This design comes from an exercise in tuning for small area on the open sky130 flow, not from production work.
RTL that was checked went through simulation tests only; none was proved equivalent to the original.
No functional check of the RTL was part of run 2.
Power and IR drop assume default switching activity.

--- flow/run.sh ---
#!/bin/bash
# synth_recipe.tcl (not shown) runs the flow's synth.tcl, then flattens the netlist and writes it again
# the make line also repeats each setting of config.mk as NAME=value (left out here)
make -C /OpenROAD-flow-scripts/flow DESIGN_CONFIG=/design/flow/config.mk WORK_HOME=/design/flow/orfs CLKGATE_MAP_FILE= SYNTH_SCRIPT=/design/flow/synth_recipe.tcl finish
--- flow/config.mk ---
export PLATFORM = sky130hd
export DESIGN_NAME = retire_unit
export DESIGN_NICKNAME = retire_unit
export VERILOG_FILES = /design/flow/design.v
export SDC_FILE = /design/flow/constraint.sdc
export NUM_CORES = 4
export LEC_CHECK = 0
export CAP_MARGIN = 20
export CORE_MARGIN = 2
export CORE_UTILIZATION = 40
export SLEW_MARGIN = 20
--- flow/constraint.sdc ---
create_clock -name core_clock -period 6.0 [get_ports {clk}]
set_input_delay 1.2000 -clock core_clock [delete_from_list [all_inputs] [get_ports {clk}]]
set_output_delay 1.2000 -clock core_clock [all_outputs]
set_load 0.01 [all_outputs]
--- flow/design.v ---
package retire_unit_pkg;
    localparam int DISPATCH_WIDTH       = 2;
    localparam int PHYS_REGS_ADDR_WIDTH = 6;
    localparam int ARCH_REGS            = 32;
    localparam int FREE_Q_DEPTH         = 64;
    localparam int FREE_Q_ADDR_WIDTH    = $clog2(FREE_Q_DEPTH);
    localparam int COMMIT_W             = 1 + PHYS_REGS_ADDR_WIDTH + 5 + 32 + 32 + 1 + 1 + 1 + 13;
    typedef logic [PHYS_REGS_ADDR_WIDTH-1:0] phys_reg_t;
    typedef struct packed {
        logic        en;
        phys_reg_t   phys_rd;
        logic [4:0]  arch_rd;
        logic [31:0] pc;
        logic [31:0] instr;
        logic        is_branch_instr;
        logic        branch_correct;
        logic        branch_taken;
        logic [12:0] br_offset;
    } rob_commit_t;
endpackage
import retire_unit_pkg::*;
module free_reg_queue
(
    input  logic                  clk,
    input  logic                  rst_n,
    input  logic [1:0]            push_valid,
    input  logic [1:0][PHYS_REGS_ADDR_WIDTH-1:0]       push_data,
    input  logic                  pop_ready,
    output logic [1:0]            out_valid,
    output logic [1:0][PHYS_REGS_ADDR_WIDTH-1:0]       out_data,
    output logic                  overflow
);
    localparam int W  = PHYS_REGS_ADDR_WIDTH;
    localparam int AW = FREE_Q_ADDR_WIDTH;       
    localparam int BW = AW - 1;                  
    localparam int BD = FREE_Q_DEPTH / 2;        
    logic [W-1:0]    mem_e [0:BD-1];
    logic [W-1:0]    mem_o [0:BD-1];
    logic [AW-1:0]   rd_ptr;
    logic [AW-1:0]   wr_ptr;
    logic [AW:0]     count;
    logic [1:0]      pop_n;
    logic [AW:0]     cap;
    logic            acc1;       
    logic            acc2;       
    logic            drop;
    logic [W-1:0]    first_data;
    logic [BW-1:0]   e_raddr, o_raddr, e_waddr, o_waddr;
    logic            e_we, o_we;
    logic [W-1:0]    e_wdata, o_wdata;
    logic [W-1:0]    e_rdata, o_rdata;
    logic [BD-1:0]   e_rsel, o_rsel, e_wsel, o_wsel;
    always_comb begin
        out_valid  = {count >= 7'd2, count != 7'd0};
        pop_n      = pop_ready ? {out_valid[1], out_valid[0] & ~out_valid[1]} : 2'd0;
        cap        = count - {5'd0, pop_n};
        acc1       = (push_valid[0] | push_valid[1]) & ~cap[AW];
        acc2       = push_valid[0] & push_valid[1] & ~cap[AW] & ~(&cap[AW-1:0]);
        drop       = ((push_valid[0] | push_valid[1]) & cap[AW])
                   | (push_valid[0] & push_valid[1] & (&cap[AW-1:0]));
        first_data = push_valid[0] ? push_data[0] : push_data[1];
        e_waddr = wr_ptr[AW-1:1] + {{(BW-1){1'b0}}, wr_ptr[0]};
        o_waddr = wr_ptr[AW-1:1];
        e_we    = wr_ptr[0] ? acc2 : acc1;
        o_we    = wr_ptr[0] ? acc1 : acc2;
        e_wdata = wr_ptr[0] ? push_data[1] : first_data;
        o_wdata = wr_ptr[0] ? first_data : push_data[1];
        e_raddr = rd_ptr[AW-1:1] + {{(BW-1){1'b0}}, rd_ptr[0]};
        o_raddr = rd_ptr[AW-1:1];
        for (int i = 0; i < BD; i++) begin
            e_rsel[i] = (e_raddr == BW'(i));
            o_rsel[i] = (o_raddr == BW'(i));
            e_wsel[i] = e_we & (e_waddr == BW'(i));
            o_wsel[i] = o_we & (o_waddr == BW'(i));
        end
        e_rdata = '0;
        o_rdata = '0;
        for (int i = 0; i < BD; i++) begin
            e_rdata = e_rdata | ({W{e_rsel[i]}} & mem_e[i]);
            o_rdata = o_rdata | ({W{o_rsel[i]}} & mem_o[i]);
        end
        out_data[0] = rd_ptr[0] ? o_rdata : e_rdata;
        out_data[1] = rd_ptr[0] ? e_rdata : o_rdata;
    end
    always_ff @(posedge clk or negedge rst_n) begin
        if (!rst_n) begin
            rd_ptr   <= '0;
            wr_ptr   <= '0;
            count    <= '0;
            overflow <= 1'b0;
        end else begin
            rd_ptr <= rd_ptr + AW'(pop_n);
            wr_ptr <= wr_ptr + AW'({acc2, acc1 & ~acc2});
            count  <= cap + 7'({acc2, acc1 & ~acc2});
            if (drop) overflow <= 1'b1;
        end
    end
    always_ff @(posedge clk) begin
        for (int i = 0; i < BD; i++) begin
            if (e_wsel[i]) mem_e[i] <= e_wdata;
            if (o_wsel[i]) mem_o[i] <= o_wdata;
        end
    end
endmodule
import retire_unit_pkg::*;
module retire_unit
(
    input  logic                                clk,
    input  logic                                rst_n,
    input  logic [DISPATCH_WIDTH*COMMIT_W-1:0]      commit_if,
    output logic [DISPATCH_WIDTH-1:0]           free_valid,
    output logic [DISPATCH_WIDTH*PHYS_REGS_ADDR_WIDTH-1:0]     free_phys,
    input  logic                                free_ready,
    output logic                                redirect_valid,
    output logic [31:0]                         redirect_pc,
    output logic [ARCH_REGS*PHYS_REGS_ADDR_WIDTH-1:0]          rrat,
    output logic [63:0]                         instret,
    output logic                                free_q_overflow
);
    localparam int W = PHYS_REGS_ADDR_WIDTH;
    logic [DISPATCH_WIDTH-1:0][W-1:0]   free_phys_q;
    logic [ARCH_REGS-1:1][W-1:0]  rrat_q;
    retire_unit_pkg::rob_commit_t                c0;
    retire_unit_pkg::rob_commit_t                c1;
    logic                       mispredict0;
    logic                       mispredict1;
    logic                       retire0;
    logic                       retire1;
    logic                       wr0;
    logic                       wr1;
    logic [1:0]                 push_valid;
    logic [1:0][W-1:0]          push_data;
    logic [ARCH_REGS-1:1]       dec0, dec1;
    logic [W-1:0]               rd0, rd1;
    logic                       unused_instr;
    logic [31:0]                sel_pc;
    logic                       sel_taken;
    logic [12:0]                sel_off;
    logic [31:0]                target;
    assign free_phys    = free_phys_q;
    assign c0           = commit_if[COMMIT_W-1:0];
    assign c1           = commit_if[2*COMMIT_W-1:COMMIT_W];
    assign unused_instr = ^{c0.instr, c1.instr};
    always_comb begin
        rrat[W-1:0] = '0;
        for (int a = 1; a < ARCH_REGS; a++) rrat[a*W +: W] = rrat_q[a];
    end
    assign sel_pc    = mispredict0 ? c0.pc : c1.pc;
    assign sel_taken = mispredict0 ? c0.branch_taken : c1.branch_taken;
    assign sel_off   = mispredict0 ? c0.br_offset : c1.br_offset;
    assign target    = sel_pc + (sel_taken ? {{19{sel_off[12]}}, sel_off} : 32'd4);
    always_comb begin
        mispredict0 = c0.en & c0.is_branch_instr & ~c0.branch_correct;
        retire0     = c0.en;
        retire1     = c1.en & ~mispredict0;
        mispredict1 = retire1 & c1.is_branch_instr & ~c1.branch_correct;
        wr0         = retire0 && (c0.arch_rd != 5'd0);
        wr1         = retire1 && (c1.arch_rd != 5'd0);
        push_valid  = {c1.en && (c1.arch_rd != 5'd0), wr0};
        for (int a = 1; a < ARCH_REGS; a++) begin
            dec0[a] = (c0.arch_rd == 5'(a));
            dec1[a] = (c1.arch_rd == 5'(a));
        end
        rd0 = '0;
        rd1 = '0;
        for (int a = 1; a < ARCH_REGS; a++) begin
            rd0 = rd0 | ({W{dec0[a]}} & rrat_q[a]);
            rd1 = rd1 | ({W{dec1[a]}} & rrat_q[a]);
        end
        push_data[0] = rd0;
        if (!retire1)
            push_data[1] = c1.phys_rd;
        else if (wr0 && (c0.arch_rd == c1.arch_rd))
            push_data[1] = c0.phys_rd;
        else
            push_data[1] = rd1;
    end
    always_ff @(posedge clk or negedge rst_n) begin
        if (!rst_n) begin
            redirect_valid <= 1'b0;
            for (int a = 1; a < ARCH_REGS; a++) rrat_q[a] <= W'(a);
        end else begin
            redirect_valid <= mispredict0 | mispredict1;
            for (int a = 1; a < ARCH_REGS; a++) begin
                if (wr1 && dec1[a])      rrat_q[a] <= c1.phys_rd;
                else if (wr0 && dec0[a]) rrat_q[a] <= c0.phys_rd;
            end
        end
    end
    always_ff @(posedge clk) redirect_pc <= target;
    logic [63:0] instret_q;
    logic [64:0] inc_c;
    always_comb begin
        inc_c[0] = 1'b0;
        inc_c[1] = instret_q[0] & (retire0 ^ retire1);
        inc_c[2] = instret_q[1] & ((retire0 & retire1) | inc_c[1]);
        for (int i = 2; i < 64; i++) inc_c[i+1] = instret_q[i] & inc_c[i];
    end
    always_ff @(posedge clk or negedge rst_n) begin
        if (!rst_n) instret_q <= '0;
        else begin
            instret_q[0] <= instret_q[0] ^ (retire0 ^ retire1);
            instret_q[1] <= instret_q[1] ^ ((retire0 & retire1) | inc_c[1]);
            for (int i = 2; i < 64; i++) instret_q[i] <= instret_q[i] ^ inc_c[i];
        end
    end
    assign instret = instret_q;
    free_reg_queue u_free_q (
        .clk        (clk),
        .rst_n      (rst_n),
        .push_valid (push_valid),
        .push_data  (push_data),
        .pop_ready  (free_ready),
        .out_valid  (free_valid),
        .out_data   (free_phys_q),
        .overflow   (free_q_overflow)
    );
endmodule
==> flow_metrics.py, run 1 <==
metrics = {
    "run_status": {
        "status": "finished with violations",
        "violations": "negative setup slack",
    },
    "floorplan": {
        "rows": 106,
        "start_util": 0.4016,
        "fp.dieW_um": 293.2,
        "coreArea_um2": 83290,
        "die_h_um": 293.2,
        "die-area_um2": 85950,
        "pin_count": 491,
    },
    "clock_network": {
        "ctsHoldBuffers": 0,
        "clkSinkCount": 687,
        "cts_buffer_depth": 3,
        "clk_pin_slew_worst_paths_ns": 0.06,
        "clk_latency_ns": 0.65,
        "cts-root-buf": "clkbuf_16",
        "htree_levels": 3,
        "numCtsBuffers": 77,
        "cts_tree": "built",
    },
    "sta": {
        "fmax_mhz": 87.87,
        "relSlewSlack": 0.1699,
        "period_share": 1.897,
        "layout_setup_ws_ns": -5.380,
        "finClkSkew_ns": 0.03819,
        "finalSetupViolations": 36,
        "hold_violations": 0,
        "rsz0062_at_grt": "true",
        "tightest_slew_ns": 1.241,
        "slew_violations": 0,
        "fin_crit_ns": 11.38,
    },
    "yosys": {
        "ys_async_sr_fraction": 0.3945,
        "netlist_area_um2": 33450,
        "synth.distinct_cells": 80,
        "synth.avg_cell_area_um2": 11.25,
        "synthCells": 2974,
        "synth_edf_count": 384,
        "synth_top_area_share": 0.3447,
        "yosysSeqAreaShare": 0.5696,
        "synth-main-ff-cell": "edfxtp_1",
        "synthTopCellsByArea": "edfxtp_1, dfrtp_1, mux2i_1",
        "ys_seq_elements": 687,
        "synth_top_area_cell": "edfxtp_1",
        "synthTopCellsByCount": "edfxtp_1, nor2_1, a21oi_1, nand2_1, mux2i_1",
        "yosysMostFrequentCell": "edfxtp_1",
        "ys_warn_count": 4,
    },
    "hold_path": {
        "hold_start": "instret_q[63]$_DFF_PN0_",
        "hp-class": "flop to flop",
        "hold_path_depth": 1,
        "holdPathEnd": "instret_q[63]$_DFF_PN0_",
    },
    "power": {
        "p_leak_uw": 0.01736,
        "p_sw_uw": 7292,
        "power.density_nw_per_um2": 439.9,
        "power_frac_seq": 0.395,
        "swShare": 0.3853,
        "power.share.clock": 0.248,
        "p_int_uw": 11640,
        "combPwrFrac": 0.357,
        "max-vdd-ir-drop_mv": 0.4305,
    },
    "drt": {
        "drt_iter0_drc": 3592,
        "vias": 28660,
        "post-route-drc-count": 0,
        "wl_per_cell_um": 32.29,
        "viasPerCell": 6.220,
        "dr.pass1.iters": 6,
        "drtAntennaViolNets": 0,
        "drt-total-wl_mm": 148.8,
    },
    "global_route": {
        "grt.total_usage": 0.3395,
        "grt_pass1_wl_mm": 209.6,
        "antenna_found_initial": 8,
        "grt_max_degree": 126,
        "grt_pass1_vias": 28183,
        "grt-ovfl-total": 0,
    },
    "critical_path": {
        "r2r_setup_slack_ns": -4.73,
        "worstSetupStartpoint": "commit_if[91]",
        "cp.required_ns": 6.51,
        "crit_arrival_ns": 11.89,
        "reg2reg_from": "instret_q[0]$_DFF_PN0_",
        "endpoint_kind": "flop",
        "critPathMostFrequentCell": "ha_4",
        "timing.rr.end": "instret_q[63]$_DFF_PN0_",
        "path_max_fanout": 2,
        "critPathMaxStageDelay_ns": 0.37,
        "critical_path.slowest_cell": "fa_2",
        "worst-setup-path-type": "input port to flop",
        "ff2ff_path_depth": 64,
        "startpoint_type": "input port",
    },
    "flow_run": {
        "max_cap_viol_count": 0,
    },
    "final_layout": {
        "drive_gt1_frac": 0.1436,
        "nNetsFinal": 3758,
        "area_delta_synth_final_pct": 28.64,
        "fillers": 7285,
        "postLayoutCoreUtil": 0.5166,
    },
    "place": {
        "port_buffers": 420,
        "place_congestion": 1.032,
        "dp_hpwl_mm": 108.1,
        "post-place-ws_ns": -6.651,
    },
}
==> worst max-delay path: cells and delay by family <==
family | cells | cell delay [ns]
and+or+nand+nor | 3 | 0.44
adders and majority gates | 63 | 9.94
xor gates and xnor gates | 1 | 0.15
buffers and inverters | 1 | 0.08
==> worst max-delay path by stage <==
| stage | to | slack (ns) | depth (start not counted) |
|---|---|---|---|
| after floorplan | instret_q[63]$_DFF_PN0_ | -6.15 | 71 |
| after global placement | instret_q[63]$_DFF_PN0_ | -6.51 | 68 |
| after detailed placement | instret_q[63]$_DFF_PN0_ | -6.65 | 68 |
| after CTS | instret_q[63]$_DFF_PN0_ | -5.40 | 68 |
| after global routing | instret_q[63]$_DFF_PN0_ | -5.58 | 68 |
| final | instret_q[63]$_DFF_PN0_ | -5.38 | 68 |
==> placed cells by master (no fill, tap or decap), types with 31 or more instances in the layout <==
| cell | count |
|---|---|
| dfxtp_1 | 32 |
| o21ai_0 | 31 |
| nand3_1 | 144 |
| a221oi_1 | 41 |
| xnor2_1 | 33 |
| nor2_1 | 366 |
| edfxtp_1 | 384 |
| mux2i_1 | 216 |
| dfrtp_1 | 191 |
| inv_1 | 31 |
| a21oi_1 | 256 |
| buf_4 | 161 |
| clkdlybuf4s50_1 | 415 |
| a22o_1 | 42 |
| a22oi_1 | 139 |
| a32oi_1 | 34 |
| clkbuf_16 | 78 |
| nand2_1 | 239 |
| dfstp_2 | 80 |
| nand4_1 | 54 |
| ha_1 | 42 |
| ha_4 | 62 |
| and3_1 | 41 |
==> final cells by class <==
cell class / instances / area [um2] / area share
clock inverters: 40 / 395.4 / 0.009189
inverters: 32 / 120.1 / 0.002792
repair buffers: 585 / 5498 / 0.1278
multi-input cells: 2077 / 14490 / 0.3367
clock buffers: 102 / 2112 / 0.04908
flip-flops and latches: 687 / 19050 / 0.4428
well taps: 1080 / 1351 / 0.03140
diodes: 5 / 12.51 / 0.0002908
==> metal layers <==
layer  vias to the layer above  GRT usage  part of all wire
met1                     14465     0.4578              0.40
met4                         2     0.1485             0.050
met2                      1715     0.5338              0.45
met5                         -          0          0.000081
met3                       315    0.06626             0.091
li1                      12163          -                 -
==> sequential cells by signal, indices dropped and copies added, names as in the netlist <==
register and cells:
u_free_q.mem_o 192, rrat_q 186, u_free_q.mem_e 192, u_free_q.count 7, redirect_valid 1, u_free_q.rd_ptr 6, u_free_q.wr_ptr 6, instret_q 64
u_free_q.overflow 1, redirect_pc 32
==> cells by family after synthesis <==
| logic type | share of synthesized area |
|---|---|
| AOI/OAI and AO/OA | 0.1362 |
| muxes | 0.07575 |
| xor gates and xnor gates | 0.01332 |
| buffers and inverters | 0.02607 |
| DFF | 0.5696 |
| and+or+nand+nor | 0.1360 |
| other | 0.0001121 |
| adders and majority gates | 0.04287 |
==> repair_timing <==
| action | CTS | global route |
|---|---|---|
| setup endpoints to repair | 48 | 44 |
| setup buffers | 3 | 1 |
| resized for setup | 20 | 3 |
| endpoints found under the hold margin | 0 | 0 |
| pin swaps | 5 | 0 |
==> power by group through the flow <==
stage | Combinational (uW) | Sequential, uW | Clock (uW)
after floorplan | 3270 | 6840 | 0
after global placement | 6600 | 7470 | 0
after detailed placement | 6670 | 7450 | 0
after CTS | 6730 | 7380 | 4760
after global routing | 7160 | 7450 | 4950
final | 6760 | 7470 | 4700
==> metrics by stage <==
stage / power (uW) / hold slack, ns / cell area, um2 / instances / TNS, ns
global placement: 14060 / 0.4760 / 40450 / 4457 / -143.22
floorplan: 10110 / 0.5017 / 34300 / 2979 / -130.69
global route: 19570 / 0.4953 / 43020 / 4604 / -103.11
CTS: 18880 / 0.4683 / 42990 / 4602 / -98.35
finish: 18930 / 0.4606 / 43030 / 4608 / -98.26
detailed placement: 14130 / 0.4578 / 40450 / 4457 / -147.95
==> inputs of run 2 (changes only) <==
--- a/flow/design.v
+++ b/flow/design.v
@@ -133,9 +133,10 @@
     logic [ARCH_REGS-1:1]       dec0, dec1;
     logic [W-1:0]               rd0, rd1;
+    logic [ARCH_REGS-1:1]       s0, s1, hold;
+    logic [ARCH_REGS-1:1][W-1:0] rrat_d;
     logic                       unused_instr;
     logic [31:0]                sel_pc;
     logic                       sel_taken;
     logic [12:0]                sel_off;
-    logic [31:0]                target;
     assign free_phys    = free_phys_q;
     assign c0           = commit_if[COMMIT_W-1:0];
@@ -146,8 +147,41 @@
         for (int a = 1; a < ARCH_REGS; a++) rrat[a*W +: W] = rrat_q[a];
     end
+    logic [12:0]  addend;
+    logic [13:0]  lo_c;
+    logic [12:0]  lo_sum;
+    logic         sel_sign;
+    logic [12:0]  rpc_lo_q;
+    logic [18:0]  rpc_hi_q;
+    logic         rpc_inc_q, rpc_dec_q;
+    logic [19:0]  hi_p1, hi_p0;
     assign sel_pc    = mispredict0 ? c0.pc : c1.pc;
     assign sel_taken = mispredict0 ? c0.branch_taken : c1.branch_taken;
     assign sel_off   = mispredict0 ? c0.br_offset : c1.br_offset;
-    assign target    = sel_pc + (sel_taken ? {{19{sel_off[12]}}, sel_off} : 32'd4);
+    assign addend    = sel_taken ? sel_off : 13'd4;
+    assign sel_sign  = sel_taken & sel_off[12];
+    always_comb begin
+        lo_c[0] = 1'b0;
+        for (int i = 0; i < 13; i++) begin
+            lo_sum[i]  = sel_pc[i] ^ addend[i] ^ lo_c[i];
+            lo_c[i+1]  = (sel_pc[i] & addend[i]) | (lo_c[i] & (sel_pc[i] ^ addend[i]));
+        end
+    end
+    always_ff @(posedge clk) begin
+        rpc_lo_q  <= lo_sum;
+        rpc_hi_q  <= sel_pc[31:13];
+        rpc_inc_q <= lo_c[13] & ~sel_sign;
+        rpc_dec_q <= ~lo_c[13] & sel_sign;
+    end
+    always_comb begin
+        hi_p1[0] = 1'b1;
+        hi_p0[0] = 1'b1;
+        for (int i = 0; i < 19; i++) begin
+            hi_p1[i+1] = hi_p1[i] & rpc_hi_q[i];
+            hi_p0[i+1] = hi_p0[i] & ~rpc_hi_q[i];
+        end
+        redirect_pc[12:0] = rpc_lo_q;
+        for (int i = 0; i < 19; i++)
+            redirect_pc[13+i] = rpc_hi_q[i] ^ ((rpc_inc_q & hi_p1[i]) | (rpc_dec_q & hi_p0[i]));
+    end
     always_comb begin
         mispredict0 = c0.en & c0.is_branch_instr & ~c0.branch_correct;
@@ -168,4 +202,11 @@
             rd1 = rd1 | ({W{dec1[a]}} & rrat_q[a]);
         end
+        for (int a = 1; a < ARCH_REGS; a++) begin
+            s1[a]     = wr1 & dec1[a];
+            s0[a]     = wr0 & dec0[a] & ~s1[a];
+            hold[a]   = ~(s0[a] | s1[a]);
+            rrat_d[a] = ({W{hold[a]}} & rrat_q[a]) | ({W{s0[a]}} & c0.phys_rd)
+                      | ({W{s1[a]}} & c1.phys_rd);
+        end
         push_data[0] = rd0;
         if (!retire1)
@@ -182,26 +223,24 @@
         end else begin
             redirect_valid <= mispredict0 | mispredict1;
-            for (int a = 1; a < ARCH_REGS; a++) begin
-                if (wr1 && dec1[a])      rrat_q[a] <= c1.phys_rd;
-                else if (wr0 && dec0[a]) rrat_q[a] <= c0.phys_rd;
-            end
-        end
-    end
-    always_ff @(posedge clk) redirect_pc <= target;
+            for (int a = 1; a < ARCH_REGS; a++) rrat_q[a] <= rrat_d[a];
+        end
+    end
     logic [63:0] instret_q;
-    logic [64:0] inc_c;
-    always_comb begin
-        inc_c[0] = 1'b0;
-        inc_c[1] = instret_q[0] & (retire0 ^ retire1);
-        inc_c[2] = instret_q[1] & ((retire0 & retire1) | inc_c[1]);
-        for (int i = 2; i < 64; i++) inc_c[i+1] = instret_q[i] & inc_c[i];
+    logic [63:0] inc_c;
+    logic        inc_any;
+    always_comb begin
+        inc_c[0] = retire0 ^ retire1;
+        inc_c[1] = (retire0 & retire1) | (instret_q[0] & inc_c[0]);
+        inc_any  = (retire0 | retire1) & (instret_q[0] | (retire0 & retire1));
+        for (int i = 2; i < 64; i++) begin
+            if (i == 16)      inc_c[i] = inc_any & (&instret_q[15:1]);
+            else if (i == 32) inc_c[i] = inc_any & (&instret_q[31:1]);
+            else if (i == 48) inc_c[i] = inc_any & (&instret_q[47:1]);
+            else              inc_c[i] = instret_q[i-1] & inc_c[i-1];
+        end
     end
     always_ff @(posedge clk or negedge rst_n) begin
         if (!rst_n) instret_q <= '0;
-        else begin
-            instret_q[0] <= instret_q[0] ^ (retire0 ^ retire1);
-            instret_q[1] <= instret_q[1] ^ ((retire0 & retire1) | inc_c[1]);
-            for (int i = 2; i < 64; i++) instret_q[i] <= instret_q[i] ^ inc_c[i];
-        end
+        else        instret_q <= instret_q ^ inc_c;
     end
     assign instret = instret_q;
==> run 2 against run 1 <==
The run now finishes clean. Fmax grew 94%. First-iteration DRC count fell by 5.3%. Critical path depth decreased by 45. Critical endpoint is now rpc_lo_q[12]$_DFF_P_. Highest routed layer unchanged.
==> flow_metrics.py, run 2 <==
metrics = {
    "yosys": {
        "synth_top_family_by_area": "simple AND/OR/NAND/NOR gates",
        "synth-simple-area-share": 0.1527,
        "synthTopCellsByCount": "edfxtp_1, nor2_1, nand2_1, a21oi_1, mux2i_1",
        "synth.distinct_cells": 87,
        "synth-main-ff-cell": "edfxtp_1",
        "synth_top_area_share": 0.3431,
        "synthCells": 3026,
        "yosysMostFrequentCell": "edfxtp_1",
        "ys_seq_elements": 689,
        "synth_compound_area_frac": 0.1197,
        "ys_warn_count": 4,
        "synthMuxAreaShare": 0.07993,
        "synth_top_area_cell": "edfxtp_1",
        "netlist_area_um2": 33610,
        "synthTopCellsByArea": "edfxtp_1, dfrtp_1, mux2i_1",
        "yosys.area_share.adder": 0.03693,
        "ys_async_sr_fraction": 0.3933,
        "yosysSeqAreaShare": 0.5681,
        "synth_edf_count": 384,
        "synth.avg_cell_area_um2": 11.11,
        "synth_xor_area_frac": 0.01322,
    },
    "sta": {
        "relSlewSlack": 0.1773,
        "finClkSkew_ns": 0.05608,
        "fmax_mhz": 170.1,
        "whs_ns": 0.4723,
        "slew_violations": 0,
        "layout_setup_ws_ns": 0.1223,
        "period_share": 0.9796,
        "tightest_slew_ns": 1.229,
        "finalSetupViolations": 0,
        "fin_crit_ns": 5.878,
        "hold_violations": 0,
        "rsz0062_at_grt": "false",
    },
    "flow_run": {
        "max_cap_viol_count": 0,
    },
    "final_layout": {
        "mostFrequentLayoutCell": "clkdlybuf4s50_1",
        "fillers": 7328,
        "drive_gt1_frac": 0.1188,
        "final_cell_mix": "clkdlybuf4s50_1, edfxtp_1, nor2_1, nand2_1, a21oi_1",
        "area_delta_synth_final_pct": 25.59,
        "reg_top3": "u_free_q.mem_e: 192 flops, u_free_q.mem_o: 192 flops, rrat_q: 186 flops",
        "nNetsFinal": 3734,
        "stdcell_area_um2": 42210,
        "final_cells": 4603,
    },
    "critical_path": {
        "path_max_fanout": 3,
        "cp.required_ns": 6.55,
        "startpoint_type": "input port",
        "endpoint_kind": "flop",
        "crit_arrival_ns": 6.43,
        "worst-setup-path-type": "input port to flop",
    },
    "place": {
        "post-place-ws_ns": -0.9583,
        "port_buffers": 420,
        "place_area_um2": 39680,
        "dp_hpwl_mm": 106.9,
        "place_inst": 4457,
        "place_congestion": 1.053,
    },
    "drt": {
        "post-route-drc-count": 0,
        "drtAntennaViolNets": 0,
        "drt_iter0_drc": 3403,
        "wl_per_cell_um": 31.75,
        "drt-total-wl_mm": 146.1,
        "dr.pass1.iters": 8,
        "viasPerCell": 6.198,
        "vias": 28530,
    },
    "clock_network": {
        "cts_tree": "built",
        "numCtsBuffers": 76,
        "cts-root-buf": "clkbuf_16",
        "clk_latency_ns": 0.66,
        "clkSinkCount": 689,
        "htree_levels": 3,
        "cts_buffer_depth": 3,
        "clk_pin_slew_worst_paths_ns": 0.06,
    },
    "floorplan": {
        "start_util": 0.4029,
        "coreArea_um2": 83420,
        "rows": 106,
        "fp.dieW_um": 293.9,
        "die_h_um": 293.9,
        "die-area_um2": 86350,
        "pin_count": 491,
    },
    "power": {
        "p_int_uw": 11670,
        "power.share.clock": 0.244,
        "total_power_uw": 19140,
        "power_frac_seq": 0.384,
        "p_sw_uw": 7476,
        "swShare": 0.3906,
        "max-vdd-ir-drop_mv": 0.4993,
        "p_leak_uw": 0.01724,
        "power.density_nw_per_um2": 453.5,
        "combPwrFrac": 0.372,
    },
    "global_route": {
        "grt_pass1_vias": 28246,
        "grt_pass1_wl_mm": 207.2,
        "grt_max_degree": 145,
        "grt-ovfl-total": 0,
        "grt.total_usage": 0.3325,
        "antenna_found_initial": 10,
    },
    "hold_path": {
        "hp-class": "flop to flop",
    },
    "run_status": {
        "status": "complete, no violations",
    },
}
[run 2: cell types whose count changed in the layout (fill, tap and decap cells not counted), sizes merged, moves of 13 or more]
cell / before / now
a21oi: 261 / 245
a221oi: 41 / 19
a22o: 42 / 13
a22oi: 141 / 158
a31oi: 24 / 39
buf: 169 / 135
ha: 105 / 72
mux2i: 216 / 229
nand2: 240 / 260
nand4: 54 / 73
nor3: 22 / 36
nor4: 5 / 20
[run 2: cell families (layout without fill, tap and decap cells)]
group | after synthesis | in the layout
AND/OR/NAND/NOR | 1086 | 1086
flip-flops | 689 | 689
AO/OA/AOI/OAI | 617 | 617
multiplexers | 260 | 260
buffers and inverters | 235 | 723
adder cells (fa/ha/maj) | 89 | 89
XOR/XNOR | 49 | 49
other | 1 | 10
[run 2: per-layer routing]
metal / part of all wire / vias up / global-route usage
met1: 0.40 / 14249 / 0.4434
met5: 0.00036 / - / 0
li1: - / 12144 / -
met3: 0.089 / 377 / 0.07054
met2: 0.45 / 1752 / 0.5167
met4: 0.055 / 8 / 0.1594
[run 2: cell type report]
class / count / area [um2] / share of cell area
Antenna cell: 4 / 10.01 / 0.0002371
Tap cell: 1080 / 1351 / 0.03202
Inverter: 30 / 112.6 / 0.002668
Timing Repair Buffer: 554 / 5366 / 0.1271
Clock inverter: 36 / 421.7 / 0.009990
Multi-Input combinational cell: 2107 / 13800 / 0.3269
Clock buffer: 103 / 2053 / 0.04865
Sequential cell: 689 / 19090 / 0.4524
[run 2: repair_timing]
action	in CTS	in global routing
hold endpoints to repair	0	0
gates resized for setup	7	0
setup endpoints to repair	3	4
setup buffers	0	3
pin swaps	3	3
hold buffers	0	0
[run 2: power by group through the flow]
stage,registers (uW),clock network [uW],logic (uW)
2_1_floorplan,6800,0,3580
3_3_place_gp,7370,0,6930
3_5_place_dp,7350,0,7030
4_1_cts,7280,4740,7070
5_1_grt,7340,4930,7540
6_report,7350,4670,7130
[run 2: worst max-delay path: stages]
cell             delay [ns]
clkdlybuf4s15_1        0.21
buf_12                 0.15
nand2_4                0.06
nor2_4                 0.12
mux2i_4                0.27
a21oi_2                0.05
ha_2                   0.17
inv_2                  0.06
fa_2                   0.20
fa_2                   0.19
inv_2                  0.04
fa_2                   0.35
fa_2                   0.35
fa_2                   0.34
fa_2                   0.35
fa_2                   0.35
fa_2                   0.37
fa_2                   0.38
fa_2                   0.35
fa_2                   0.34
inv_2                  0.06
fa_1                   0.40
inv_1                  0.07
[run 2: path summary, 6_finish.rpt]
| check | to | from | cells after the start | slack (ns) |
|---|---|---|---|---|
| worst min-delay path | instret_q[63]$_DFF_PN0_ | instret_q[63]$_DFF_PN0_ | 1 | 0.47 |
| worst max-delay path | rpc_lo_q[12]$_DFF_P_ | commit_if[91] | 23 | 0.12 |
| min in group asynchronous | instret_q[30]$_DFF_PN0_ | rst_n | 1 | 0.55 |
| max in group asynchronous | rrat_q[129]$_DFF_PN0_ | rst_n | 2 | 4.06 |
| worst max register to register | u_free_q.mem_o[22][3]$_DFFE_PP_ | u_free_q.count[3]$_DFF_PN0_ | 11 | 0.81 |
| worst min register to register | instret_q[63]$_DFF_PN0_ | instret_q[63]$_DFF_PN0_ | 1 | 0.47 |
[run 2: per-stage QoR]
step,setup TNS [ns],utilization
6_report,0,0.5060
5_1_grt,0,0.5059
4_1_cts,0,0.5054
3_5_place_dp,-8.545,0.4756
3_3_place_gp,-7.295,0.4756
2_1_floorplan,-0.5213,-
==> inputs of run 3 (changes only) <==
--- a/flow/design.v
+++ b/flow/design.v
@@ -19,4 +19,60 @@
     } rob_commit_t;
 endpackage
+module ru_ao222n (input logic a1, a2, b1, b2, c1, c2, output logic y);
+    assign y = ~((a1 & a2) | (b1 & b2) | (c1 & c2));
+endmodule
+module ru_ao22n (input logic a1, a2, b1, b2, output logic y);
+    assign y = ~((a1 & a2) | (b1 & b2));
+endmodule
+module ru_nand2 (input logic a, b, output logic y);
+    assign y = ~(a & b);
+endmodule
+module ru_nand3 (input logic a, b, c, output logic y);
+    assign y = ~(a & b & c);
+endmodule
+module ru_nand4 (input logic a, b, c, d, output logic y);
+    assign y = ~(a & b & c & d);
+endmodule
+module ru_or3 (input logic a, b, c, output logic y);
+    assign y = a | b | c;
+endmodule
+module ru_inv (input logic a, output logic y);
+    assign y = ~a;
+endmodule
+module ru_sel32 (input logic [31:0] sel, input logic [31:0] d, output logic y);
+    logic [10:0] t;
+    logic [2:0]  n;
+    for (genvar i = 0; i < 10; i++) begin : g_t
+        ru_ao222n u_t (.a1(sel[3*i]), .a2(d[3*i]), .b1(sel[3*i+1]), .b2(d[3*i+1]),
+                       .c1(sel[3*i+2]), .c2(d[3*i+2]), .y(t[i]));
+    end
+    ru_ao22n u_t10 (.a1(sel[30]), .a2(d[30]), .b1(sel[31]), .b2(d[31]), .y(t[10]));
+    ru_nand4 u_n0 (.a(t[0]), .b(t[1]), .c(t[2]), .d(t[3]), .y(n[0]));
+    ru_nand4 u_n1 (.a(t[4]), .b(t[5]), .c(t[6]), .d(t[7]), .y(n[1]));
+    ru_nand3 u_n2 (.a(t[8]), .b(t[9]), .c(t[10]), .y(n[2]));
+    ru_or3   u_o  (.a(n[0]), .b(n[1]), .c(n[2]), .y(y));
+endmodule
+module ru_sel31 (input logic [31:1] sel, input logic [31:1] d, output logic y);
+    logic [10:0] t;
+    logic [2:0]  n;
+    for (genvar i = 0; i < 10; i++) begin : g_t
+        ru_ao222n u_t (.a1(sel[3*i+1]), .a2(d[3*i+1]), .b1(sel[3*i+2]), .b2(d[3*i+2]),
+                       .c1(sel[3*i+3]), .c2(d[3*i+3]), .y(t[i]));
+    end
+    ru_nand2 u_t10 (.a(sel[31]), .b(d[31]), .y(t[10]));
+    ru_nand4 u_n0 (.a(t[0]), .b(t[1]), .c(t[2]), .d(t[3]), .y(n[0]));
+    ru_nand4 u_n1 (.a(t[4]), .b(t[5]), .c(t[6]), .d(t[7]), .y(n[1]));
+    ru_nand3 u_n2 (.a(t[8]), .b(t[9]), .c(t[10]), .y(n[2]));
+    ru_or3   u_o  (.a(n[0]), .b(n[1]), .c(n[2]), .y(y));
+endmodule
+module ru_dec32 (input logic en, input logic [4:0] a, output logic [31:0] y);
+    logic [3:0] lo;
+    logic [7:0] hi;
+    always_comb begin
+        for (int i = 0; i < 4; i++) lo[i] = en & (a[1:0] == 2'(i));
+        for (int i = 0; i < 8; i++) hi[i] = (a[4:2] == 3'(i));
+        for (int i = 0; i < 32; i++) y[i] = lo[i % 4] & hi[i / 4];
+    end
+endmodule
 import retire_unit_pkg::*;
 module free_reg_queue
@@ -35,6 +91,6 @@
     localparam int BW = AW - 1;                  
     localparam int BD = FREE_Q_DEPTH / 2;        
-    logic [W-1:0]    mem_e [0:BD-1];
-    logic [W-1:0]    mem_o [0:BD-1];
+    logic [BD-1:0][W-1:0] mem_e;
+    logic [BD-1:0][W-1:0] mem_o;
     logic [AW-1:0]   rd_ptr;
     logic [AW-1:0]   wr_ptr;
@@ -45,10 +101,10 @@
     logic            acc2;       
     logic            drop;
-    logic [W-1:0]    first_data;
-    logic [BW-1:0]   e_raddr, o_raddr, e_waddr, o_waddr;
+    logic [BW-1:0]   e_raddr, e_waddr;
     logic            e_we, o_we;
     logic [W-1:0]    e_wdata, o_wdata;
     logic [W-1:0]    e_rdata, o_rdata;
     logic [BD-1:0]   e_rsel, o_rsel, e_wsel, o_wsel;
+    logic [W-1:0][BD-1:0] e_bits, o_bits;
     always_comb begin
         out_valid  = {count >= 7'd2, count != 7'd0};
@@ -59,27 +115,25 @@
         drop       = ((push_valid[0] | push_valid[1]) & cap[AW])
                    | (push_valid[0] & push_valid[1] & (&cap[AW-1:0]));
-        first_data = push_valid[0] ? push_data[0] : push_data[1];
         e_waddr = wr_ptr[AW-1:1] + {{(BW-1){1'b0}}, wr_ptr[0]};
-        o_waddr = wr_ptr[AW-1:1];
         e_we    = wr_ptr[0] ? acc2 : acc1;
         o_we    = wr_ptr[0] ? acc1 : acc2;
-        e_wdata = wr_ptr[0] ? push_data[1] : first_data;
-        o_wdata = wr_ptr[0] ? first_data : push_data[1];
+        e_wdata = (~wr_ptr[0] & push_valid[0]) ? push_data[0] : push_data[1];
+        o_wdata = ( wr_ptr[0] & push_valid[0]) ? push_data[0] : push_data[1];
         e_raddr = rd_ptr[AW-1:1] + {{(BW-1){1'b0}}, rd_ptr[0]};
-        o_raddr = rd_ptr[AW-1:1];
-        for (int i = 0; i < BD; i++) begin
-            e_rsel[i] = (e_raddr == BW'(i));
-            o_rsel[i] = (o_raddr == BW'(i));
-            e_wsel[i] = e_we & (e_waddr == BW'(i));
-            o_wsel[i] = o_we & (o_waddr == BW'(i));
-        end
-        e_rdata = '0;
-        o_rdata = '0;
-        for (int i = 0; i < BD; i++) begin
-            e_rdata = e_rdata | ({W{e_rsel[i]}} & mem_e[i]);
-            o_rdata = o_rdata | ({W{o_rsel[i]}} & mem_o[i]);
-        end
+        for (int b = 0; b < W; b++)
+            for (int i = 0; i < BD; i++) begin
+                e_bits[b][i] = mem_e[i][b];
+                o_bits[b][i] = mem_o[i][b];
+            end
         out_data[0] = rd_ptr[0] ? o_rdata : e_rdata;
         out_data[1] = rd_ptr[0] ? e_rdata : o_rdata;
+    end
+    ru_dec32 u_erdec (.en(1'b1), .a(e_raddr),          .y(e_rsel));
+    ru_dec32 u_ordec (.en(1'b1), .a(rd_ptr[AW-1:1]),   .y(o_rsel));
+    ru_dec32 u_ewdec (.en(e_we), .a(e_waddr),          .y(e_wsel));
+    ru_dec32 u_owdec (.en(o_we), .a(wr_ptr[AW-1:1]),   .y(o_wsel));
+    for (genvar b = 0; b < W; b++) begin : g_rd
+        ru_sel32 u_e (.sel(e_rsel), .d(e_bits[b]), .y(e_rdata[b]));
+        ru_sel32 u_o (.sel(o_rsel), .d(o_bits[b]), .y(o_rdata[b]));
     end
     always_ff @(posedge clk or negedge rst_n) begin
@@ -128,8 +182,9 @@
     logic                       retire1;
     logic                       wr0;
-    logic                       wr1;
     logic [1:0]                 push_valid;
     logic [1:0][W-1:0]          push_data;
-    logic [ARCH_REGS-1:1]       dec0, dec1;
+    logic [31:0]                dec0, dec1;
+    logic                       same_rd;
+    logic [W-1:0][ARCH_REGS-1:1] rrat_bits;
     logic [W-1:0]               rd0, rd1;
     logic [ARCH_REGS-1:1]       s0, s1, hold;
@@ -190,30 +245,32 @@
         mispredict1 = retire1 & c1.is_branch_instr & ~c1.branch_correct;
         wr0         = retire0 && (c0.arch_rd != 5'd0);
-        wr1         = retire1 && (c1.arch_rd != 5'd0);
         push_valid  = {c1.en && (c1.arch_rd != 5'd0), wr0};
-        for (int a = 1; a < ARCH_REGS; a++) begin
-            dec0[a] = (c0.arch_rd == 5'(a));
-            dec1[a] = (c1.arch_rd == 5'(a));
-        end
-        rd0 = '0;
-        rd1 = '0;
-        for (int a = 1; a < ARCH_REGS; a++) begin
-            rd0 = rd0 | ({W{dec0[a]}} & rrat_q[a]);
-            rd1 = rd1 | ({W{dec1[a]}} & rrat_q[a]);
-        end
-        for (int a = 1; a < ARCH_REGS; a++) begin
-            s1[a]     = wr1 & dec1[a];
-            s0[a]     = wr0 & dec0[a] & ~s1[a];
-            hold[a]   = ~(s0[a] | s1[a]);
-            rrat_d[a] = ({W{hold[a]}} & rrat_q[a]) | ({W{s0[a]}} & c0.phys_rd)
-                      | ({W{s1[a]}} & c1.phys_rd);
-        end
+        same_rd     = wr0 && (c0.arch_rd == c1.arch_rd);
         push_data[0] = rd0;
         if (!retire1)
             push_data[1] = c1.phys_rd;
-        else if (wr0 && (c0.arch_rd == c1.arch_rd))
+        else if (same_rd)
             push_data[1] = c0.phys_rd;
         else
             push_data[1] = rd1;
+        for (int a = 1; a < ARCH_REGS; a++) begin
+            s1[a]   = dec1[a];
+            s0[a]   = dec0[a] & ~dec1[a];
+            hold[a] = ~(dec0[a] | dec1[a]);
+        end
+        for (int b = 0; b < W; b++)
+            for (int a = 1; a < ARCH_REGS; a++) rrat_bits[b][a] = rrat_q[a][b];
+    end
+    ru_dec32 u_dec0 (.en(retire0), .a(c0.arch_rd), .y(dec0));
+    ru_dec32 u_dec1 (.en(retire1), .a(c1.arch_rd), .y(dec1));
+    for (genvar b = 0; b < W; b++) begin : g_rat
+        ru_sel31 u_rd0 (.sel(dec0[31:1]), .d(rrat_bits[b][31:1]), .y(rd0[b]));
+        ru_sel31 u_rd1 (.sel(dec1[31:1]), .d(rrat_bits[b][31:1]), .y(rd1[b]));
+        for (genvar a = 1; a < ARCH_REGS; a++) begin : g_e
+            logic nd;
+            ru_ao222n u_m (.a1(hold[a]), .a2(rrat_q[a][b]), .b1(s0[a]), .b2(c0.phys_rd[b]),
+                           .c1(s1[a]), .c2(c1.phys_rd[b]), .y(nd));
+            ru_inv    u_i (.a(nd), .y(rrat_d[a][b]));
+        end
     end
     always_ff @(posedge clk or negedge rst_n) begin
--- a/flow/config.mk
+++ b/flow/config.mk
@@ -10,2 +10,4 @@
 export CORE_UTILIZATION = 40
 export SLEW_MARGIN = 20
+export SYNTH_HIERARCHICAL = 1
+export SYNTH_MINIMUM_KEEP_SIZE = 0
==> run 3 against run 2 <==
Combinational power is 39% lower. Largest cell class unchanged. Clock power is 4% lower. Critical path depth is 1 lower. Largest power group unchanged. Synthesized area is 9.3% lower. Die area is 9.2% lower. Clock skew is 0.020 ns lower. Hold slack better by 0.023 ns. Register-to-register slack worse by 0.02 ns.
==> flow_metrics.py, run 3 <==
metrics = {
    "critical_path": {
        "startpoint_type": "input port",
        "worst-setup-path-type": "input port to flop",
        "critical_path.slowest_cell": "fa_2",
        "reg2reg_from": "u_free_q.count[3]$_DFF_PN0_",
        "timing.rr.end": "u_free_q.mem_e[19]$_DFFE_PP_",
        "path_delay_family": "adder cells",
        "path_max_fanout": 2,
        "critPathMostFrequentCell": "fa_2",
        "crit_chain": "dlygate4sd2_1 -> and3b_2 -> mux2i_4 -> a21oi_2 -> ha_2 -> inv_2 -> fa_2 -> fa_2 -> inv_2 -> fa_2 -> fa_2 -> fa_2 -> fa_2 -> fa_2 -> fa_2 -> fa_2 -> inv_2 -> fa_2 -> inv_1 -> fa_2 -> fa_2 -> nor2b_1",
        "endpoint_kind": "flop",
        "r2r_setup_slack_ns": 0.79,
        "cp_num_buf_inv": 5,
        "critPathMaxStageDelay_ns": 0.40,
        "crit_arrival_ns": 6.35,
        "ff2ff_path_depth": 14,
        "cp.required_ns": 6.48,
    },
    "drt": {
        "drtAntennaViolNets": 0,
        "drt_iter0_drc": 4777,
        "drt-total-wl_mm": 107.9,
        "vias": 24625,
        "viasPerCell": 6.358,
        "dr.pass1.iters": 14,
        "post-route-drc-count": 0,
        "wl_per_cell_um": 27.85,
    },
    "final_layout": {
        "area_delta_synth_final_pct": 27.09,
        "mostFrequentLayoutCell": "a222oi_1",
        "drive_gt1_frac": 0.1165,
        "stdcell_area_um2": 38730,
        "nNetsFinal": 3109,
        "final_cell_mix": "a222oi_1, clkdlybuf4s50_1, edfxtp_1, nor2_1, inv_1",
        "postLayoutCoreUtil": 0.5117,
        "reg_top3": "u_free_q.mem_e: 192 flops, u_free_q.mem_o: 192 flops, rrat_q: 186 flops",
    },
    "run_status": {
        "status": "complete, no violations",
    },
    "global_route": {
        "antenna_found_initial": 3,
        "grt_max_degree": 122,
        "grt_pass1_wl_mm": 158.4,
        "grt.total_usage": 0.2687,
        "grt_pass1_vias": 24518,
        "grt-ovfl-total": 0,
    },
    "sta": {
        "finClkSkew_ns": 0.03563,
        "finalSetupViolations": 0,
        "period_share": 0.9781,
        "hold_violations": 0,
        "tightest_slew_ns": 0.9491,
        "rsz0062_at_grt": "false",
        "relSlewSlack": 0.3673,
        "slew_violations": 0,
        "whs_ns": 0.4952,
        "layout_setup_ws_ns": 0.1316,
        "fin_crit_ns": 5.868,
        "fmax_mhz": 170.4,
        "finalSetupTns_ns": 0,
    },
    "place": {
        "place_area_um2": 36280,
        "port_buffers": 420,
        "dp_hpwl_mm": 75.73,
        "place_congestion": 0.9820,
        "post-place-ws_ns": -0.7622,
    },
    "power": {
        "max-vdd-ir-drop_mv": 0.2005,
        "power.density_nw_per_um2": 400.9,
        "p_leak_uw": 0.01541,
    },
    "clock_network": {
        "numCtsBuffers": 76,
        "cts_buffer_depth": 3,
        "clk_pin_slew_worst_paths_ns": 0.06,
        "clkSinkCount": 689,
        "clk_latency_ns": 0.63,
        "cts-root-buf": "clkbuf_16",
        "htree_levels": 3,
        "cts_tree": "built",
    },
    "floorplan": {
        "coreArea_um2": 75700,
        "start_util": 0.4026,
        "pin_count": 491,
        "fp.dieW_um": 280.0,
        "rows": 101,
        "die_h_um": 280.0,
        "die-area_um2": 78420,
    },
    "hold_path": {
        "holdPathEnd": "instret_q[63]$_DFF_PN0_",
        "hold_start": "instret_q[63]$_DFF_PN0_",
        "hold_path_depth": 1,
        "hp-class": "flop to flop",
    },
    "yosys": {
        "netlist_area_um2": 30480,
        "synthCells": 2304,
        "ys_warn_count": 9,
        "synth.avg_cell_area_um2": 13.23,
    },
    "flow_run": {
        "max_cap_viol_count": 0,
    },
}
## run 3: area by class of cell
class                           count  area, um2
Timing Repair Buffer              484       4717
Tap cell                          978       1224
Antenna cell                        2      5.005
Sequential cell                   689      19090
Clock buffer                       96       2028
Inverter                          212      795.8
Fill cell                        6441      36960
Multi-Input combinational cell   1372      10520
Clock inverter                     40      354.1
## run 3: worst max path at each step
stage / from / to / slack [ns] / depth (start not counted)
global route: commit_if[91] / rpc_inc_q$_DFF_P_ / 0.004 / 22
finish: commit_if[91] / rpc_inc_q$_DFF_P_ / 0.13 / 22
CTS: commit_if[15] / rpc_inc_q$_DFF_P_ / 0.04 / 22
floorplan: commit_if[14] / rpc_inc_q$_DFF_P_ / -0.18 / 23
global placement: commit_if[91] / rpc_inc_q$_DFF_P_ / -0.76 / 23
detailed placement: commit_if[91] / rpc_inc_q$_DFF_P_ / -0.76 / 23
## run 3: metrics by stage
stage	instances	power [uW]
detailed placement	3734	11050
finish	3873	15530
floorplan	2324	8545
global placement	3734	10990
CTS	3870	15570
global route	3871	16150
## run 3: report_power, final
group          internal (uW)  leakage, uW  switching (uW)
clock network           2580      0.00117            1910
registers               5900      0.00709             778
logic                   1870      0.00715            2490
## run 3: per-layer routing
| layer | up-vias | wire, um | track usage |
|---|---|---|---|
| met5 | - | 43 | 0 |
| met4 | 6 | 3367 | 0.08748 |
| met3 | 242 | 12310 | 0.08635 |
| met2 | 1487 | 49670 | 0.4215 |
| met1 | 12341 | 42480 | 0.3533 |
| li1 | 10549 | - | - |
## run 3: worst reg2reg max path: stages, from the launching register on
cell and delay, ns:
dfrtp_1 0.50, or4_4 0.64, or3_1 0.39, nor2_1 0.26, ha_1 0.21, inv_1 0.06, fa_1 0.55, and4b_1 0.22
o2111a_1 0.13, a41o_2 0.26, nor2b_1 0.19, o21ai_0 0.10, a21oi_1 0.26, or4b_1 0.60, nor2_1 0.50
## run 3: timing repair
item                                    CTS  global route
gates cloned                              0             0
buffers inserted                          0             1
endpoints found under the setup margin    3            15
hold buffers                              0             0
pin swaps                                 0             0
gates resized for setup                   3            14
==> inputs of run 4 (changes only) <==
--- a/flow/config.mk
+++ b/flow/config.mk
@@ -6,8 +6,11 @@
 export NUM_CORES = 4
 export LEC_CHECK = 0
-export CAP_MARGIN = 20
+export CAP_MARGIN = 0
 export CORE_MARGIN = 2
-export CORE_UTILIZATION = 40
-export SLEW_MARGIN = 20
+export CORE_UTILIZATION = 60
+export CTS_BUF_LIST = sky130_fd_sc_hd__clkbuf_8
+export CTS_CLUSTER_SIZE = 20
+export GPL_TIMING_DRIVEN = 0
+export SLEW_MARGIN = 0
 export SYNTH_HIERARCHICAL = 1
 export SYNTH_MINIMUM_KEEP_SIZE = 0
==> run 4 against run 3 <==
Still clean. Global-route usage rose by 11 points. Die area fell by 33%. Sequential cell count did not move. Synthesized cell count did not move. Register-to-register slack got worse by 0.49 ns. Final area fell by 1.7%. First-iteration DRC count rose by 18%. Clock skew rose by 0.011 ns. Non-clock buffer count fell by 6. Final cell count fell by 6.2%. Clock-buffer cell count rose by 36. Hold slack got worse by 0.13 ns. Critical path type is now flop to primary output. Highest routed layer unchanged.
==> flow_metrics.py, run 4 <==
metrics = {
    "yosys": {
        "netlist_area_um2": 30480,
        "synth.avg_cell_area_um2": 13.23,
        "ys_warn_count": 9,
        "synthCells": 2304,
    },
    "final_layout": {
        "nNetsFinal": 3136,
        "mostFrequentLayoutCell": "a222oi_1",
        "fillers": 3268,
        "seq_area_um2": 19090,
        "area_delta_synth_final_pct": 24.89,
        "multi_input_area_um2": 10560,
        "reg_top3": "u_free_q.mem_e: 192 flops, u_free_q.mem_o: 192 flops, rrat_q: 186 flops",
        "final_cells": 3633,
        "final_cell_mix": "a222oi_1, clkdlybuf4s50_1, edfxtp_1, inv_1, nor2_1",
        "drive_gt1_frac": 0.1224,
    },
    "critical_path": {
        "critPathMostFrequentCell": "ha_1",
        "endpoint_kind": "primary output",
        "cp.required_ns": 4.80,
        "path_delay_family": "simple AND/OR/NAND/NOR gates",
        "worst-setup-path-type": "flop to primary output",
        "crit_arrival_ns": 4.73,
        "critPathMaxStageDelay_ns": 0.59,
        "path_max_fanout": 8,
        "ff2ff_path_depth": 14,
        "startpoint_type": "flop",
        "crit_chain": "ha_1 -> ha_1 -> nand3_1 -> xnor2_4 -> nand4b_1 -> nor2_1 -> a222oi_1 -> nand4_1 -> or3_1 -> mux2_2 -> clkdlybuf4s50_1",
        "cp.depth": 11,
        "critical_path.slowest_cell": "a222oi_1",
        "r2r_setup_slack_ns": 0.30,
        "cp_num_buf_inv": 1,
    },
    "clock_network": {
        "cts_tree": "built",
        "ctsHoldBuffers": 0,
        "numCtsBuffers": 109,
        "htree_levels": 3,
        "clkSinkCount": 689,
        "cts_buffer_depth": 3,
        "cts-root-buf": "clkbuf_8",
        "clk_pin_slew_worst_paths_ns": 0.06,
        "clk_latency_ns": 0.74,
    },
    "sta": {
        "tightest_slew_ns": 1.092,
        "fin_crit_ns": 5.934,
        "relSlewSlack": 0.2722,
        "finalSetupTns_ns": 0,
        "hold_violations": 0,
        "fmax_mhz": 168.5,
        "slew_violations": 0,
        "finalSetupViolations": 0,
        "layout_setup_ws_ns": 0.06633,
        "finClkSkew_ns": 0.04682,
        "period_share": 0.9889,
    },
    "global_route": {
        "antenna_found_initial": 2,
        "grt-ovfl-total": 0,
        "grt.total_usage": 0.3831,
        "grt_pass1_vias": 25092,
        "grt_max_degree": 119,
        "grt_pass1_wl_mm": 152.1,
    },
    "floorplan": {
        "rows": 82,
        "die-area_um2": 52620,
        "start_util": 0.6075,
        "fp.dieW_um": 229.4,
        "die_h_um": 229.4,
        "coreArea_um2": 50170,
        "pin_count": 491,
    },
    "flow_run": {
        "max_cap_viol_count": 0,
    },
    "place": {
        "place_inst": 3420,
        "place_congestion": 1.017,
        "dp_hpwl_mm": 69.89,
        "post-place-ws_ns": -2.426,
        "port_buffers": 420,
    },
    "drt": {
        "drt_iter0_drc": 5658,
        "drtAntennaViolNets": 0,
        "wl_per_cell_um": 28.31,
        "post-route-drc-count": 0,
        "vias": 25424,
        "viasPerCell": 6.998,
        "drt-total-wl_mm": 102.8,
        "dr.pass1.iters": 22,
    },
    "run_status": {
        "status": "complete, no violations",
    },
    "power": {
        "max-vdd-ir-drop_mv": 0.2796,
        "power.density_nw_per_um2": 395.2,
        "p_leak_uw": 0.01541,
    },
    "hold_path": {
        "hp-class": "input port to async pin",
    },
}
run 4: final cells by class:
class,instances,share of cell area
diodes,3,0.0001972
plain buffers,46,0.005917
clock buffers,132,0.04773
clock inverters,75,0.01127
inverters,212,0.02091
multi-input cells,1372,0.2773
flip-flops and latches,689,0.5016
well taps,672,0.02209
repair buffers,432,0.1129
run 4: where the power goes:
group,internal [uW],switching [uW]
combinational,1890,2500
sequential,5900,739
clock,2130,1880
run 4: path summary, 6_finish.rpt:
kind | startpoint | end
hold reg to reg | instret_q[63]$_DFF_PN0_ | instret_q[63]$_DFF_PN0_
setup / recovery | u_free_q.rd_ptr[0]$_DFF_PN0_ | free_phys[2]
max in group asynchronous | rst_n | instret_q[46]$_DFF_PN0_
min in group core_clock | instret_q[63]$_DFF_PN0_ | instret_q[63]$_DFF_PN0_
hold / removal | rst_n | instret_q[15]$_DFF_PN0_
setup reg to reg | u_free_q.count[3]$_DFF_PN0_ | u_free_q.mem_o[21]$_DFFE_PP_
run 4: per-layer routing:
metal / track usage / share of wire / up-vias
met5: 0.01011 / 0.00084 / -
met4: 0.1759 / 0.049 / 4
met3: 0.1193 / 0.14 / 370
met2: 0.5853 / 0.45 / 2019
met1: 0.5040 / 0.36 / 12436
li1: - / - / 10595
run 4: per-stage QoR:
stage          utilization  power, uW  cell area, um2  hold WS, ns
6_report            0.7587      15040           38060       0.3668
5_1_grt             0.7586      15590           38060       0.3878
3_3_place_gp        0.7107      10800           35660       0.4621
3_5_place_dp        0.7115      10920           35700       0.4570
2_1_floorplan            -       8545           30610       0.5017
4_1_cts             0.7581      14950           38040       0.3583
run 4: repair_timing:
| action | CTS | global route |
|---|---|---|
| gates resized for setup | 19 | 13 |
| pin swaps | 1 | 2 |
| setup buffers | 8 | 0 |
| endpoints found under the setup margin | 425 | 16 |
run 4: worst reg2reg max path: cells and delay by family (launching register included):
| kind | cells | cell delay (ns) |
|---|---|---|
| AOI/OAI and AO/OA | 4 | 1.27 |
| adders and majority gates | 2 | 0.77 |
| buffers and inverters | 1 | 0.07 |
| DFF | 1 | 0.42 |
| and+or+nand+nor | 7 | 2.75 |
==> inputs of run 5 (changes only) <==
==> flow/flow/run.sh (new file) <==
#!/bin/bash
# Standard layout, with the port buffers made of the smallest buffer cell and
# clock tree synthesis without dummy loads.
set -euo pipefail
bash standard.sh \
  "BUFFER_PORTS_ARGS=-buffer_cell sky130_fd_sc_hd__buf_1" \
  "CTS_ARGS=-sink_clustering_enable -repair_clock_nets -dont_use_dummy_load" \
  finish > standard_make.log 2>&1
==> flow/standard.sh (new file) <==
#!/bin/bash
# synth_recipe.tcl (not shown) runs the flow's synth.tcl, then flattens the netlist and writes it again
# the make line also repeats each setting of config.mk as NAME=value (left out here)
make -C /OpenROAD-flow-scripts/flow DESIGN_CONFIG=/design/flow/config.mk WORK_HOME=/design/flow/orfs CLKGATE_MAP_FILE= SYNTH_SCRIPT=/design/flow/synth_recipe.tcl "${@:-finish}"
==> flow/config.mk (replaced) <==
export PLATFORM = sky130hd
export DESIGN_NAME = retire_unit
export DESIGN_NICKNAME = retire_unit
export VERILOG_FILES = /design/flow/design.v
export SDC_FILE = /design/flow/constraint.sdc
export NUM_CORES = 4
export LEC_CHECK = 0
export CAP_MARGIN = 20
export CORE_MARGIN = 2
export CORE_UTILIZATION = 40
export SLEW_MARGIN = 20
export SYNTH_HIERARCHICAL = 1
export SYNTH_MINIMUM_KEEP_SIZE = 0
removed: flow/run.sh
==> run 5 against run 4 <==
Still clean on timing, DRC and antenna. Clock skew down 0.0087 ns. Utilization down 29 points. Worst setup slack gained 0.14 ns. Sequential power about the same. Via count down 4.1%. Power shrank 5.6%. Clock-buffer cell count shrank 58. Critical endpoint is now rpc_inc_q$_DFF_P_. Largest cell class unchanged.
==> flow_metrics.py, run 5 <==
metrics = {
    "run_status": {
        "status": "complete, no violations",
    },
    "sta": {
        "rsz0062_at_grt": "false",
        "whs_ns": 0.4690,
        "finalSetupViolations": 0,
        "hold_violations": 0,
        "finClkSkew_ns": 0.03814,
        "fin_crit_ns": 5.791,
        "relSlewSlack": 0.3423,
        "fmax_mhz": 172.7,
        "tightest_slew_ns": 0.9828,
        "period_share": 0.9652,
        "slew_violations": 0,
        "finalSetupTns_ns": 0,
    },
    "clock_network": {
        "htree_levels": 3,
        "post_cts_buffers": 0,
        "clkSinkCount": 689,
        "clk_pin_slew_worst_paths_ns": 0.05,
        "cts_buffer_depth": 3,
        "ctsHoldBuffers": 0,
        "clk_latency_ns": 0.61,
        "numCtsBuffers": 74,
        "cts-root-buf": "clkbuf_16",
        "cts_tree": "built",
        "postCtsResizedCells": 0,
    },
    "critical_path": {
        "crit_arrival_ns": 6.24,
        "cp.required_ns": 6.45,
        "worst-setup-path-type": "input port to flop",
        "path_max_fanout": 3,
        "endpoint_kind": "flop",
        "critPathMaxStageDelay_ns": 0.39,
        "crit_chain": "buf_1 -> and3b_1 -> mux2i_4 -> a21oi_1 -> ha_1 -> inv_1 -> fa_2 -> fa_1 -> inv_1 -> fa_2 -> fa_2 -> fa_2 -> fa_2 -> fa_2 -> fa_2 -> fa_2 -> inv_2 -> fa_1 -> inv_1 -> fa_2 -> fa_2 -> nor2b_1",
        "startpoint_type": "input port",
        "critical_path.slowest_cell": "fa_2",
        "critPathMostFrequentCell": "fa_2",
    },
    "final_layout": {
        "final_cell_mix": "a222oi_1, buf_1, edfxtp_1, nor2_1, inv_1",
        "reg_top3": "u_free_q.mem_e: 192 flops, u_free_q.mem_o: 192 flops, rrat_q: 186 flops",
        "multi_input_area_um2": 10480,
        "drive_gt1_frac": 0.1021,
        "final_cells": 3801,
        "mostFrequentLayoutCell": "a222oi_1",
        "fillers": 6834,
        "nNetsFinal": 3097,
        "area_delta_synth_final_pct": 16.37,
        "seq_area_um2": 19090,
        "stdcell_area_um2": 35470,
    },
    "global_route": {
        "use_met1": 0.3401,
        "grt_pass1_vias": 24288,
        "grt_max_degree": 127,
        "grt-ovfl-total": 0,
        "grt.busiest_layer": "met2",
        "grtUsageMet3": 0.08435,
        "grt.total_usage": 0.2627,
        "grt_pass1_wl_mm": 155.7,
        "antenna_found_initial": 4,
        "met2_usage": 0.4078,
    },
    "floorplan": {
        "coreArea_um2": 75700,
        "fp.dieW_um": 280.0,
        "rows": 101,
        "die_h_um": 280.0,
        "start_util": 0.4026,
        "die-area_um2": 78420,
        "pin_count": 491,
    },
    "drt": {
        "drt-total-wl_mm": 105.4,
        "drtAntennaViolNets": 0,
        "dr.pass1.iters": 12,
        "viasPerCell": 6.414,
        "drt_iter0_drc": 4548,
        "post-route-drc-count": 0,
        "wl_per_cell_um": 27.73,
        "vias": 24380,
    },
    "power": {
        "p_leak_uw": 0.01401,
        "power_frac_seq": 0.466,
        "p_int_uw": 9286,
        "combPwrFrac": 0.263,
        "power.share.clock": 0.271,
        "max-vdd-ir-drop_mv": 0.2518,
        "power.density_nw_per_um2": 400.3,
        "swShare": 0.3460,
        "p_sw_uw": 4913,
    },
    "yosys": {
        "ys_warn_count": 9,
        "synth.avg_cell_area_um2": 13.23,
        "synthCells": 2304,
        "netlist_area_um2": 30480,
    },
    "flow_run": {
        "max_cap_viol_count": 0,
    },
    "place": {
        "dp_hpwl_mm": 73.51,
        "place_congestion": 0.9472,
        "place_area_um2": 33610,
        "port_buffers": 420,
        "place_inst": 3725,
    },
    "hold_path": {
        "hp-class": "flop to flop",
    },
}
run 5: metal layers:
| metal | part of all wire | up-vias | wire [um] |
|---|---|---|---|
| li1 | - | 10441 | - |
| met1 | 0.39 | 12130 | 40790 |
| met2 | 0.45 | 1522 | 47680 |
| met3 | 0.12 | 281 | 12610 |
| met4 | 0.040 | 6 | 4266 |
| met5 | 0.00037 | - | 39 |
run 5: power by group through the flow:
stage	Clock, uW	Combinational [uW]	Sequential [uW]
after floorplan	0	1980	6560
after global placement	0	3660	6650
after detailed placement	0	3700	6680
after CTS	3930	3720	6590
after global routing	4100	4030	6690
final	3850	3730	6620
run 5: layout make-up:
cell class,instances,share of cell area
Multi-Input combinational cell,1372,0.2954
Sequential cell,689,0.5383
Inverter,212,0.02244
Clock buffer,74,0.05221
Timing Repair Buffer,474,0.05697
Antenna cell,2,0.0001411
Tap cell,978,0.03450
run 5: final timing paths:
kind	cells after the start	slack [ns]	startpoint	end
setup / recovery	22	0.21	commit_if[14]	rpc_inc_q$_DFF_P_
hold / removal	1	0.47	instret_q[63]$_DFF_PN0_	instret_q[63]$_DFF_PN0_
setup reg to reg	14	0.47	u_free_q.count[2]$_DFF_PN0_	u_free_q.mem_o[2]$_DFFE_PP_
hold reg to reg	1	0.47	instret_q[63]$_DFF_PN0_	instret_q[63]$_DFF_PN0_
max in group asynchronous	2	4.03	rst_n	instret_q[58]$_DFF_PN0_
min in group asynchronous	1	0.73	rst_n	rrat_q[123]$_DFF_PN0_
run 5: per-stage QoR:
stage	total power, uW	utilization	setup WS (ns)
2_1_floorplan	8545	-	-0.1850
3_3_place_gp	10310	0.4440	-0.3360
3_5_place_dp	10380	0.4440	-0.3635
4_1_cts	14250	0.4685	0.2530
5_1_grt	14830	0.4685	0.02341
6_report	14200	0.4685	0.2087
run 5: worst max-delay path: cells and delay by family:
| family | cells | cell delay [ns] |
|---|---|---|
| AO/OA/AOI/OAI | 1 | 0.07 |
| multiplexers | 1 | 0.27 |
| AND/OR/NAND/NOR | 2 | 0.45 |
| buffers and inverters | 5 | 0.35 |
| adder cells (fa/ha/maj) | 13 | 3.89 |

==> separate check: timing with driven ports <==
No port has a modelled driver above. Below, the same layouts with a new extraction and two added sets of constraints. Step 1 assumes that a clkbuf_16 drives the clock port and a buf_2 every other input. Step 2 adds t to the input delays and takes it off the output delays; t is the mean of the earliest and latest rising clock arrival at the registers after step 1. Input paths then give back, and output paths get back, about the clock's delay inside the block. a / b / c = no drivers / after step 1 / after step 2; a / b = the first two.
run | t, ns | slack for setup (ns) | hold slack, ns | worst register clock-pin slew, ns
run 1 | 0.702 | -5.380 / -5.364 / -6.065 | 0.461 / 0.461 / 0.461 | 0.08 / 0.08
run 2 | 0.704 | 0.122 / 0.148 / -0.547 | 0.472 / 0.472 / 0.472 | 0.07 / 0.07
run 3 | 0.677 | 0.132 / 0.170 / -0.507 | 0.495 / 0.495 / 0.495 | 0.06 / 0.06
run 4 | 0.780 | 0.066 / 0.004 / -0.639 | 0.367 / 0.356 / 0.464 | 0.07 / 0.07
run 5 | 0.657 | 0.209 / 0.212 / -0.445 | 0.469 / 0.469 / 0.469 | 0.06 / 0.06
Met with ideal ports but missed after step 2: setup timing in run 2, run 3, run 4 and run 5. For run 4, which loses most, drivers alone change the setup slack by -0.062 ns; drivers and shift together by -0.705 ns.
